Context: an optimization exercise on an open-source flow, tuned for small area and few clock cycles per item. The choices shown serve that exercise and are no tape-out recipe.
Only simulation tests tie the RTL to the original design; equivalence was not proved.

**flow/run.sh**
```bash
#!/bin/bash
# synth_recipe.tcl (not shown) runs the flow's synth.tcl, then flattens the netlist and writes it again
# the make line also repeats each setting of config.mk as NAME=value (left out here)
make -C /OpenROAD-flow-scripts/flow DESIGN_CONFIG=/design/flow/config.mk WORK_HOME=/design/flow/orfs CLKGATE_MAP_FILE= SYNTH_SCRIPT=/design/flow/synth_recipe.tcl finish
```
**flow/config.mk**
```make
export PLATFORM = sky130hd
export DESIGN_NAME = rotate_vertices_about_pivot_top
export DESIGN_NICKNAME = rotate_vertices_about_pivot_top
export VERILOG_FILES = /design/flow/design.v
export SDC_FILE = /design/flow/constraint.sdc
export NUM_CORES = 4
export LEC_CHECK = 0
export CAP_MARGIN = 20
export CORE_MARGIN = 2
export CORE_UTILIZATION = 40
export SLEW_MARGIN = 20
```
**flow/constraint.sdc**
```tcl
create_clock -name core_clock -period 11.0 [get_ports {clk}]
set_input_delay 2.2000 -clock core_clock [delete_from_list [all_inputs] [get_ports {clk}]]
set_output_delay 2.2000 -clock core_clock [all_outputs]
set_load 0.01 [all_outputs]
```
**flow/design.v**
```verilog
package rvp_pkg;
    localparam int TRIG_FRAC_BITS = 14;
    localparam int TRIG_W         = TRIG_FRAC_BITS + 2;
    localparam int ANGLE_W        = 9;
    localparam int CFG_ADDR_W     = 2;
    localparam int TABLE_IDX_W    = 7;
    localparam logic [CFG_ADDR_W-1:0] REG_ANGLE   = 2'd0;
    localparam logic [CFG_ADDR_W-1:0] REG_PIVOT_X = 2'd1;
    localparam logic [CFG_ADDR_W-1:0] REG_PIVOT_Y = 2'd2;
    localparam logic [ANGLE_W-1:0] FULL_TURN      = 9'd360;
    localparam logic [ANGLE_W-1:0] THREE_QUARTERS = 9'd270;
    localparam logic [ANGLE_W-1:0] HALF_TURN      = 9'd180;
    localparam logic [ANGLE_W-1:0] QUARTER_TURN   = 9'd90;
    localparam logic [TABLE_IDX_W-1:0] RIGHT_ANGLE = 7'd90;
    localparam logic signed [TRIG_W-1:0] TRIG_ONE = TRIG_W'(1 << TRIG_FRAC_BITS);
    typedef struct packed {
        logic signed [TRIG_W-1:0] sin_q;
        logic signed [TRIG_W-1:0] cos_q;
    } trig_t;
    function automatic logic [TRIG_W-2:0] sine_table(input logic [TABLE_IDX_W-1:0] d);
        logic [TRIG_W-2:0] v;
        case (d)
            7'd0: v = 15'd0;
            7'd1: v = 15'd286;
            7'd2: v = 15'd572;
            7'd3: v = 15'd857;
            7'd4: v = 15'd1143;
            7'd5: v = 15'd1428;
            7'd6: v = 15'd1713;
            7'd7: v = 15'd1997;
            7'd8: v = 15'd2280;
            7'd9: v = 15'd2563;
            7'd10: v = 15'd2845;
            7'd11: v = 15'd3126;
            7'd12: v = 15'd3406;
            7'd13: v = 15'd3686;
            7'd14: v = 15'd3964;
            7'd15: v = 15'd4240;
            7'd16: v = 15'd4516;
            7'd17: v = 15'd4790;
            7'd18: v = 15'd5063;
            7'd19: v = 15'd5334;
            7'd20: v = 15'd5604;
            7'd21: v = 15'd5872;
            7'd22: v = 15'd6138;
            7'd23: v = 15'd6402;
            7'd24: v = 15'd6664;
            7'd25: v = 15'd6924;
            7'd26: v = 15'd7182;
            7'd27: v = 15'd7438;
            7'd28: v = 15'd7692;
            7'd29: v = 15'd7943;
            7'd30: v = 15'd8192;
            7'd31: v = 15'd8438;
            7'd32: v = 15'd8682;
            7'd33: v = 15'd8923;
            7'd34: v = 15'd9162;
            7'd35: v = 15'd9397;
            7'd36: v = 15'd9630;
            7'd37: v = 15'd9860;
            7'd38: v = 15'd10087;
            7'd39: v = 15'd10311;
            7'd40: v = 15'd10531;
            7'd41: v = 15'd10749;
            7'd42: v = 15'd10963;
            7'd43: v = 15'd11174;
            7'd44: v = 15'd11381;
            7'd45: v = 15'd11585;
            7'd46: v = 15'd11786;
            7'd47: v = 15'd11982;
            7'd48: v = 15'd12176;
            7'd49: v = 15'd12365;
            7'd50: v = 15'd12551;
            7'd51: v = 15'd12733;
            7'd52: v = 15'd12911;
            7'd53: v = 15'd13085;
            7'd54: v = 15'd13255;
            7'd55: v = 15'd13421;
            7'd56: v = 15'd13583;
            7'd57: v = 15'd13741;
            7'd58: v = 15'd13894;
            7'd59: v = 15'd14044;
            7'd60: v = 15'd14189;
            7'd61: v = 15'd14330;
            7'd62: v = 15'd14466;
            7'd63: v = 15'd14598;
            7'd64: v = 15'd14726;
            7'd65: v = 15'd14849;
            7'd66: v = 15'd14968;
            7'd67: v = 15'd15082;
            7'd68: v = 15'd15191;
            7'd69: v = 15'd15296;
            7'd70: v = 15'd15396;
            7'd71: v = 15'd15491;
            7'd72: v = 15'd15582;
            7'd73: v = 15'd15668;
            7'd74: v = 15'd15749;
            7'd75: v = 15'd15826;
            7'd76: v = 15'd15897;
            7'd77: v = 15'd15964;
            7'd78: v = 15'd16026;
            7'd79: v = 15'd16083;
            7'd80: v = 15'd16135;
            7'd81: v = 15'd16182;
            7'd82: v = 15'd16225;
            7'd83: v = 15'd16262;
            7'd84: v = 15'd16294;
            7'd85: v = 15'd16322;
            7'd86: v = 15'd16344;
            7'd87: v = 15'd16362;
            7'd88: v = 15'd16374;
            7'd89: v = 15'd16382;
            7'd90: v = 15'd16384;
            default: v = 15'd0;
        endcase
        sine_table = v;
    endfunction
    function automatic trig_t trig_from_angle(input logic [ANGLE_W-1:0] angle);
        logic [ANGLE_W-1:0]         a;
        logic [ANGLE_W-1:0]         rem;
        logic [1:0]                 quad;
        logic [TABLE_IDX_W-1:0]     r;
        logic signed [TRIG_W-1:0]   sr;
        logic signed [TRIG_W-1:0]   cr;
        trig_t                      t;
        a = (angle >= FULL_TURN) ? angle - FULL_TURN : angle;
        if (a >= THREE_QUARTERS)
        begin
            quad = 2'd3;
            rem  = a - THREE_QUARTERS;
        end
        else if (a >= HALF_TURN)
        begin
            quad = 2'd2;
            rem  = a - HALF_TURN;
        end
        else if (a >= QUARTER_TURN)
        begin
            quad = 2'd1;
            rem  = a - QUARTER_TURN;
        end
        else
        begin
            quad = 2'd0;
            rem  = a;
        end
        r  = rem[TABLE_IDX_W-1:0];
        sr = signed'({1'b0, sine_table(r)});
        cr = signed'({1'b0, sine_table(RIGHT_ANGLE - r)});
        unique case (quad)
            2'd0:
            begin
                t.sin_q = sr;
                t.cos_q = cr;
            end
            2'd1:
            begin
                t.sin_q = cr;
                t.cos_q = -sr;
            end
            2'd2:
            begin
                t.sin_q = -sr;
                t.cos_q = -cr;
            end
            default:
            begin
                t.sin_q = -cr;
                t.cos_q = sr;
            end
        endcase
        trig_from_angle = t;
    endfunction
endpackage
module rvp_rotate #(
    parameter int COORD_BITS = 16
) (
    input  logic                         clk,
    input  logic                         rst_n,
    input  logic                         in_valid,
    output logic                         in_ready,
    input  logic signed [COORD_BITS-1:0] vertex_x,
    input  logic signed [COORD_BITS-1:0] vertex_y,
    input  logic                         first_in,
    input  rvp_pkg::trig_t               trig,
    input  logic signed [COORD_BITS-1:0] pivot_x,
    input  logic signed [COORD_BITS-1:0] pivot_y,
    output logic                         out_valid,
    input  logic                         out_ready,
    output logic signed [COORD_BITS-1:0] rot_x,
    output logic signed [COORD_BITS-1:0] rot_y,
    output logic                         first_out
);
    localparam int DIFF_W = COORD_BITS + 1;
    localparam int PROD_W = COORD_BITS + 1 + rvp_pkg::TRIG_W;
    localparam int SUM_W  = PROD_W + 1 + 1;
    localparam int HALF   = 1 << (rvp_pkg::TRIG_FRAC_BITS - 1);
    function automatic logic signed [COORD_BITS-1:0] round_sat(
        input logic signed [SUM_W-1:0] num
    );
        logic signed [SUM_W-1:0]    adj;
        logic signed [SUM_W-1:0]    q;
        logic [SUM_W-COORD_BITS:0]  hi;
        adj = num[SUM_W-1] ? SUM_W'(HALF - 1) : SUM_W'(HALF);
        q   = (num + adj) >>> rvp_pkg::TRIG_FRAC_BITS;
        hi  = q[SUM_W-1:COORD_BITS-1];
        if ((&hi) || (~|hi))
            round_sat = q[COORD_BITS-1:0];
        else if (q[SUM_W-1])
            round_sat = {1'b1, {(COORD_BITS-1){1'b0}}};
        else
            round_sat = {1'b0, {(COORD_BITS-1){1'b1}}};
    endfunction
    logic                         v1_reg, v2_reg, v3_reg;
    logic                         adv1, adv2, adv3;
    logic signed [COORD_BITS-1:0] vx1_reg, vy1_reg;
    logic                         first1_reg, first2_reg, first3_reg;
    logic signed [PROD_W-1:0]     cdx_reg, sdy_reg, sdx_reg, cdy_reg;
    logic signed [PROD_W-1:0]     cdx_next, sdy_next, sdx_next, cdy_next;
    logic signed [COORD_BITS-1:0] rx_reg, ry_reg, rx_next, ry_next;
    logic signed [DIFF_W-1:0]     dx, dy;
    logic signed [PROD_W-1:0]     dx_e, dy_e, sin_e, cos_e;
    logic signed [rvp_pkg::TRIG_W-1:0] sin_c, cos_c;
    logic signed [SUM_W-1:0]      sum_x, sum_y;
    logic signed [SUM_W-1:0]      piv_x_term, piv_y_term;
    assign adv3     = !v3_reg || out_ready;
    assign adv2     = !v2_reg || adv3;
    assign adv1     = !v1_reg || adv2;
    assign in_ready = adv1;
    assign sin_c = trig.sin_q;
    assign cos_c = trig.cos_q;
    always_comb
    begin
        dx       = DIFF_W'(vx1_reg) - DIFF_W'(pivot_x);
        dy       = DIFF_W'(vy1_reg) - DIFF_W'(pivot_y);
        dx_e     = PROD_W'(dx);
        dy_e     = PROD_W'(dy);
        sin_e    = PROD_W'(sin_c);
        cos_e    = PROD_W'(cos_c);
        cdx_next = cos_e * dx_e;
        sdy_next = sin_e * dy_e;
        sdx_next = sin_e * dx_e;
        cdy_next = cos_e * dy_e;
    end
    always_comb
    begin
        piv_x_term = SUM_W'(pivot_x) <<< rvp_pkg::TRIG_FRAC_BITS;
        piv_y_term = SUM_W'(pivot_y) <<< rvp_pkg::TRIG_FRAC_BITS;
        sum_x      = SUM_W'(cdx_reg) - SUM_W'(sdy_reg) + piv_x_term;
        sum_y      = SUM_W'(sdx_reg) + SUM_W'(cdy_reg) + piv_y_term;
        rx_next    = round_sat(sum_x);
        ry_next    = round_sat(sum_y);
    end
    always_ff @(posedge clk or negedge rst_n)
    begin
        if (!rst_n)
        begin
            v1_reg <= 1'b0;
            v2_reg <= 1'b0;
            v3_reg <= 1'b0;
        end
        else
        begin
            if (adv1)
                v1_reg <= in_valid;
            if (adv2)
                v2_reg <= v1_reg;
            if (adv3)
                v3_reg <= v2_reg;
        end
    end
    always_ff @(posedge clk)
    begin
        if (adv1 && in_valid)
        begin
            vx1_reg    <= vertex_x;
            vy1_reg    <= vertex_y;
            first1_reg <= first_in;
        end
        if (adv2 && v1_reg)
        begin
            cdx_reg    <= cdx_next;
            sdy_reg    <= sdy_next;
            sdx_reg    <= sdx_next;
            cdy_reg    <= cdy_next;
            first2_reg <= first1_reg;
        end
        if (adv3 && v2_reg)
        begin
            rx_reg     <= rx_next;
            ry_reg     <= ry_next;
            first3_reg <= first2_reg;
        end
    end
    assign out_valid = v3_reg;
    assign rot_x     = rx_reg;
    assign rot_y     = ry_reg;
    assign first_out = first3_reg;
endmodule
module rotate_vertices_about_pivot_top #(
    parameter int COORD_BITS = 16
) (
    input  logic                                   clk,
    input  logic                                   rst_n,
    input  logic                                   cfg_we,
    input  logic [rvp_pkg::CFG_ADDR_W-1:0]         cfg_addr,
    input  logic [((COORD_BITS > 9) ? COORD_BITS : 9)-1:0] cfg_data,
    input  logic                                   s_tvalid,
    output logic                                   s_tready,
    input  logic [((2*COORD_BITS+7)/8)*8-1:0]      s_tdata,
    input  logic [0:0]                             s_tuser,
    output logic                                   m_tvalid,
    input  logic                                   m_tready,
    output logic [((6*COORD_BITS+7)/8)*8-1:0]      m_tdata
);
    localparam int M_W = ((6*COORD_BITS+7)/8)*8;
    rvp_pkg::trig_t               trig_reg;
    logic signed [COORD_BITS-1:0] pivot_x_reg, pivot_y_reg;
    logic                         rot_valid, rot_ready, rot_first;
    logic signed [COORD_BITS-1:0] rot_x, rot_y;
    logic                         m_valid_reg;
    logic signed [COORD_BITS-1:0] rx_out_reg, ry_out_reg;
    logic signed [COORD_BITS-1:0] box_min_x_reg, box_min_y_reg;
    logic signed [COORD_BITS-1:0] box_max_x_reg, box_max_y_reg;
    logic signed [COORD_BITS-1:0] box_min_x_next, box_min_y_next;
    logic signed [COORD_BITS-1:0] box_max_x_next, box_max_y_next;
    logic                         load;
    always_ff @(posedge clk or negedge rst_n)
    begin
        if (!rst_n)
        begin
            trig_reg.sin_q <= '0;
            trig_reg.cos_q <= rvp_pkg::TRIG_ONE;
            pivot_x_reg    <= '0;
            pivot_y_reg    <= '0;
        end
        else if (cfg_we)
        begin
            if (cfg_addr == rvp_pkg::REG_ANGLE)
                trig_reg <= rvp_pkg::trig_from_angle(cfg_data[rvp_pkg::ANGLE_W-1:0]);
            if (cfg_addr == rvp_pkg::REG_PIVOT_X)
                pivot_x_reg <= cfg_data[COORD_BITS-1:0];
            if (cfg_addr == rvp_pkg::REG_PIVOT_Y)
                pivot_y_reg <= cfg_data[COORD_BITS-1:0];
        end
    end
    rvp_rotate #(
        .COORD_BITS (COORD_BITS)
    ) u_rotate (
        .clk       (clk),
        .rst_n     (rst_n),
        .in_valid  (s_tvalid),
        .in_ready  (s_tready),
        .vertex_x  (s_tdata[COORD_BITS-1:0]),
        .vertex_y  (s_tdata[2*COORD_BITS-1:COORD_BITS]),
        .first_in  (s_tuser[0]),
        .trig      (trig_reg),
        .pivot_x   (pivot_x_reg),
        .pivot_y   (pivot_y_reg),
        .out_valid (rot_valid),
        .out_ready (rot_ready),
        .rot_x     (rot_x),
        .rot_y     (rot_y),
        .first_out (rot_first)
    );
    assign rot_ready = !m_valid_reg || m_tready;
    assign load      = rot_valid && rot_ready;
    always_comb
    begin
        if (rot_first)
        begin
            box_min_x_next = rot_x;
            box_max_x_next = rot_x;
            box_min_y_next = rot_y;
            box_max_y_next = rot_y;
        end
        else
        begin
            box_min_x_next = (rot_x < box_min_x_reg) ? rot_x : box_min_x_reg;
            box_max_x_next = (rot_x > box_max_x_reg) ? rot_x : box_max_x_reg;
            box_min_y_next = (rot_y < box_min_y_reg) ? rot_y : box_min_y_reg;
            box_max_y_next = (rot_y > box_max_y_reg) ? rot_y : box_max_y_reg;
        end
    end
    always_ff @(posedge clk or negedge rst_n)
    begin
        if (!rst_n)
        begin
            m_valid_reg   <= 1'b0;
            box_min_x_reg <= '0;
            box_min_y_reg <= '0;
            box_max_x_reg <= '0;
            box_max_y_reg <= '0;
        end
        else
        begin
            if (rot_ready)
                m_valid_reg <= rot_valid;
            if (load)
            begin
                box_min_x_reg <= box_min_x_next;
                box_min_y_reg <= box_min_y_next;
                box_max_x_reg <= box_max_x_next;
                box_max_y_reg <= box_max_y_next;
            end
        end
    end
    always_ff @(posedge clk)
    begin
        if (load)
        begin
            rx_out_reg <= rot_x;
            ry_out_reg <= rot_y;
        end
    end
    assign m_tvalid = m_valid_reg;
    assign m_tdata  = M_W'({box_max_y_reg, box_max_x_reg, box_min_y_reg, box_min_x_reg,
                            ry_out_reg, rx_out_reg});
endmodule
```
==> impl_results.md <==
* Run status: finished clean
* Worst slew pin tran at ~1.2 ns
* Gr usage total at 0.2396
* CTS Sinks at 363
* WS Path Type: reg2reg
* Synth warnings at 2
* Fin. Hold Viols at 0
* Hold-fix buffers, CTS at 0
* Die area at 0.1731 mm2
* R2R depth at 40
* DR pass1 iterations at 6
* CTS root buf: clkbuf_16
* Commonest non-fill, non-tap cell in the layout: inv_1
* Setup crit start: pivot_x_reg[2]
* Startpoint types: register
* Async SR Flop Fraction at 0.3636
* Vias at between 50k and 60k
* RD Place Congestion at just over 0.9
* DRC Markers at 0
* Area of the core at 0.1691 mm2
* R2R Setup Slk at about 0.47 ns
* Clock Path Buffers at 3
* Fmax at about 0.095 GHz
* Final wirelength at about 200 mm
* H-tree depth at 2
* Largest family of logic cells by synthesized area: adder cells
* Max Cap Viol at 0
* Setup crit end kind: register
* Die width at between 400 and 500 um
* Final core area utilization at 0.4411
* Clock-pin slew on the worst setup and hold paths at about 0.070 ns
* Xor-xnor portion of the synthesized cell area at 0.03590
* Clk_skew at 0.03568 ns
* HP Class: reg2reg
* Vias per cell at approximately 5.3
* CTS tree: done
* Synth Area in Simple Gates at 0.1446
* DRC violation total after the first TritonRoute iteration at between 3k and 4k
* Slowest CP cell: fa_2
* Post-route ant nets at 0
* Nets@finish at a little over 9k
* Std cell rows at around 150
* Unrepaired setup endpoints after global routing: false
* Mux contribution to synthesized area at 0.01312
* Adder-Cell Fraction of Synth Area at 0.4446
* Ys flop type: edfxtp_1
* Compound-Gate Fraction of Synth Area at 0.1050
* Setup violations, final at 0
* Final Cycle Share at 0.9572
* Antenna violations before repair at 6
* RR Endpoint: u_rotate.sdx_reg[32]
* Hpwl dp at between 150 and 200 mm
* TritonCTS buffer count at 45
* Layout Area Growth over Synthesis at 9.819%
* Critical path peak fanout at 4
* Setup TNS at 0 ns
* Final min period at 10.53 ns
* CP endpoint: u_rotate.sdx_reg[32]
* Routed WL per cell at 20.99 um
* Total grt overflow at 0
* GRT met2 Usage at 0.3932
* Required time worst endpoint at 11.34 ns
* Critical path arrival at roughly 11 ns
* Post-Synthesis Cells at roughly 7.4k
* Fillers at 16.17k
* Relative slew slack at 0.2198
* Post-synth EDFFs at around 230
* Post-synthesis sequential area ratio at 0.1508
* Placed instance area at between 0.07 and 0.08 mm2
* Slew Limit Fails at 0
* Unique cell type count in the Yosys netlist at 110
* Post-route cell area at 0.07459 mm2
* R2R Path Start: pivot_x_reg[2]
* Most frequent cells in the layout: inv_1, fa_1, nand2_1
* First-pass GRT wire length at 321.9 mm
* GR Layer Usage met3 at 0.02730
* GR peak layer: met2
* Io pins at ~150
* Syn Nets at a little over 9k
* Met1 Track Usage GR at 0.3256
* Vias in the first global route at 54.67k
* Largest net degree at the start of global routing at 80
* Syn Area/Cell at around 9.2 um2
* Slowest stage delay, CP at 0.72 ns
* Initial core utilization at 0.4017
* Layout cells sized above 1 at 0.06868
* Die height at around 420 um
* Final hold slack at 0.4192 ns
* Synth Cell Area at 0.06792 mm2
* FF+latch count, synth at 363
* Port Buffer Count at 153
* Clock latency (worst-skew pair) at 0.63 ns
cell usage after synthesis, drive strengths merged, types with 86 or more instances:
cell | count | area share
a21o | 92 | 0.010
a21oi | 255 | 0.019
and2 | 422 | 0.039
clkbuf | 278 | 0.015
dfrtp | 131 | 0.048
edfxtp | 231 | 0.10
fa | 1146 | 0.34
ha | 580 | 0.11
inv | 1527 | 0.084
nand2 | 727 | 0.040
nand3 | 86 | 0.0063
nor2 | 280 | 0.016
nor2b | 138 | 0.013
nor3 | 88 | 0.0069
o21ai | 250 | 0.019
xnor2 | 215 | 0.028
worst max-delay path: cells and delay by family (launching register included):
kind            cells  cell delay [ns]
compound gates     21             4.53
buf+inv             6             0.62
fa+ha+maj           8             3.86
flops               1             0.35
xor+xnor            1             0.08
simple gates        4             0.76
how the worst min path moves through the flow:
stage | from | endpoint | slack, ns | depth (start not counted)
after floorplan | u_rotate.first1_reg | u_rotate.first2_reg | 0.40 | 0
after global placement | u_rotate.first2_reg | u_rotate.first3_reg | 0.41 | 0
after detailed placement | u_rotate.first2_reg | u_rotate.first3_reg | 0.41 | 0
after CTS | u_rotate.first2_reg | u_rotate.first3_reg | 0.42 | 0
after global routing | u_rotate.first2_reg | u_rotate.first3_reg | 0.43 | 0
final | u_rotate.first2_reg | u_rotate.first3_reg | 0.42 | 0
cells by family after synthesis:
logic type,after synthesis
AOI/OAI and AO/OA,1069
xor gates and xnor gates,276
adders and majority gates,1726
buffers and inverters,1874
DFF,363
muxes,76
and+or+nand+nor,1978
layer usage:
layer | vias up | wire length, um
met5 | - | 19
met1 | 26510 | 87620
met2 | 1712 | 95090
met4 | 4 | 8757
met3 | 307 | 12450
li1 | 23420 | -
what timing repair did:
item / in CTS / in global routing
endpoints found under the hold margin: 0 / 0
gates resized for setup: 3 / 29
pin swaps: 0 / 4
endpoints found under the setup margin: 3 / 24
buffers inserted: 0 / 7
area by class of cell:
| class | count | area [um2] | share of cell area |
|---|---|---|---|
| clock inverter | 18 | 212.7 | 0.002852 |
| antenna | 1 | 2.502 | 0.00003355 |
| multi-input combinational | 5125 | 50780 | 0.6808 |
| inverter | 1530 | 5743 | 0.07700 |
| clock buffer | 66 | 1393 | 0.01867 |
| tap | 2218 | 2775 | 0.03721 |
| sequential | 363 | 10250 | 0.1375 |
| timing repair buffer | 396 | 3427 | 0.04595 |
metrics by stage:
step | worst slack, ns | cells
after detailed placement | 0.02252 | 9625
after global placement | 0.1150 | 9625
after CTS | 0.09458 | 9709
after global routing | 0.01012 | 9716
after floorplan | 1.444 | 7362
final | 0.4704 | 9717
Testbench counts, summed over its fixed seeds: cycles 12,624, items 12,288.

[re-timing with driven ports]
In the flow no input, the clock included, has a driving cell. The finished layout below was timed again as built, in two steps. Step 1 sets driving cells, clkbuf_16 on the clock port and buf_2 on the other inputs (assumed; they add their load-dependent delay and slew). Step 2, shift: input delay + t, output delay - t, t = (earliest + latest rising clock arrival at the registers) / 2. This alone moves slack from input paths to output paths. a / b / c = no drivers / after step 1 / after step 2; a / b = the first two.
shift t [ns]: 0.685
setup slack, ns: 0.470 / 0.470 / 0.470
hold slack, ns: 0.419 / 0.419 / 0.419
After both steps this run still meets setup and hold. For this run, drivers alone change the setup slack by 0.000 ns; drivers and shift together by 0.000 ns.
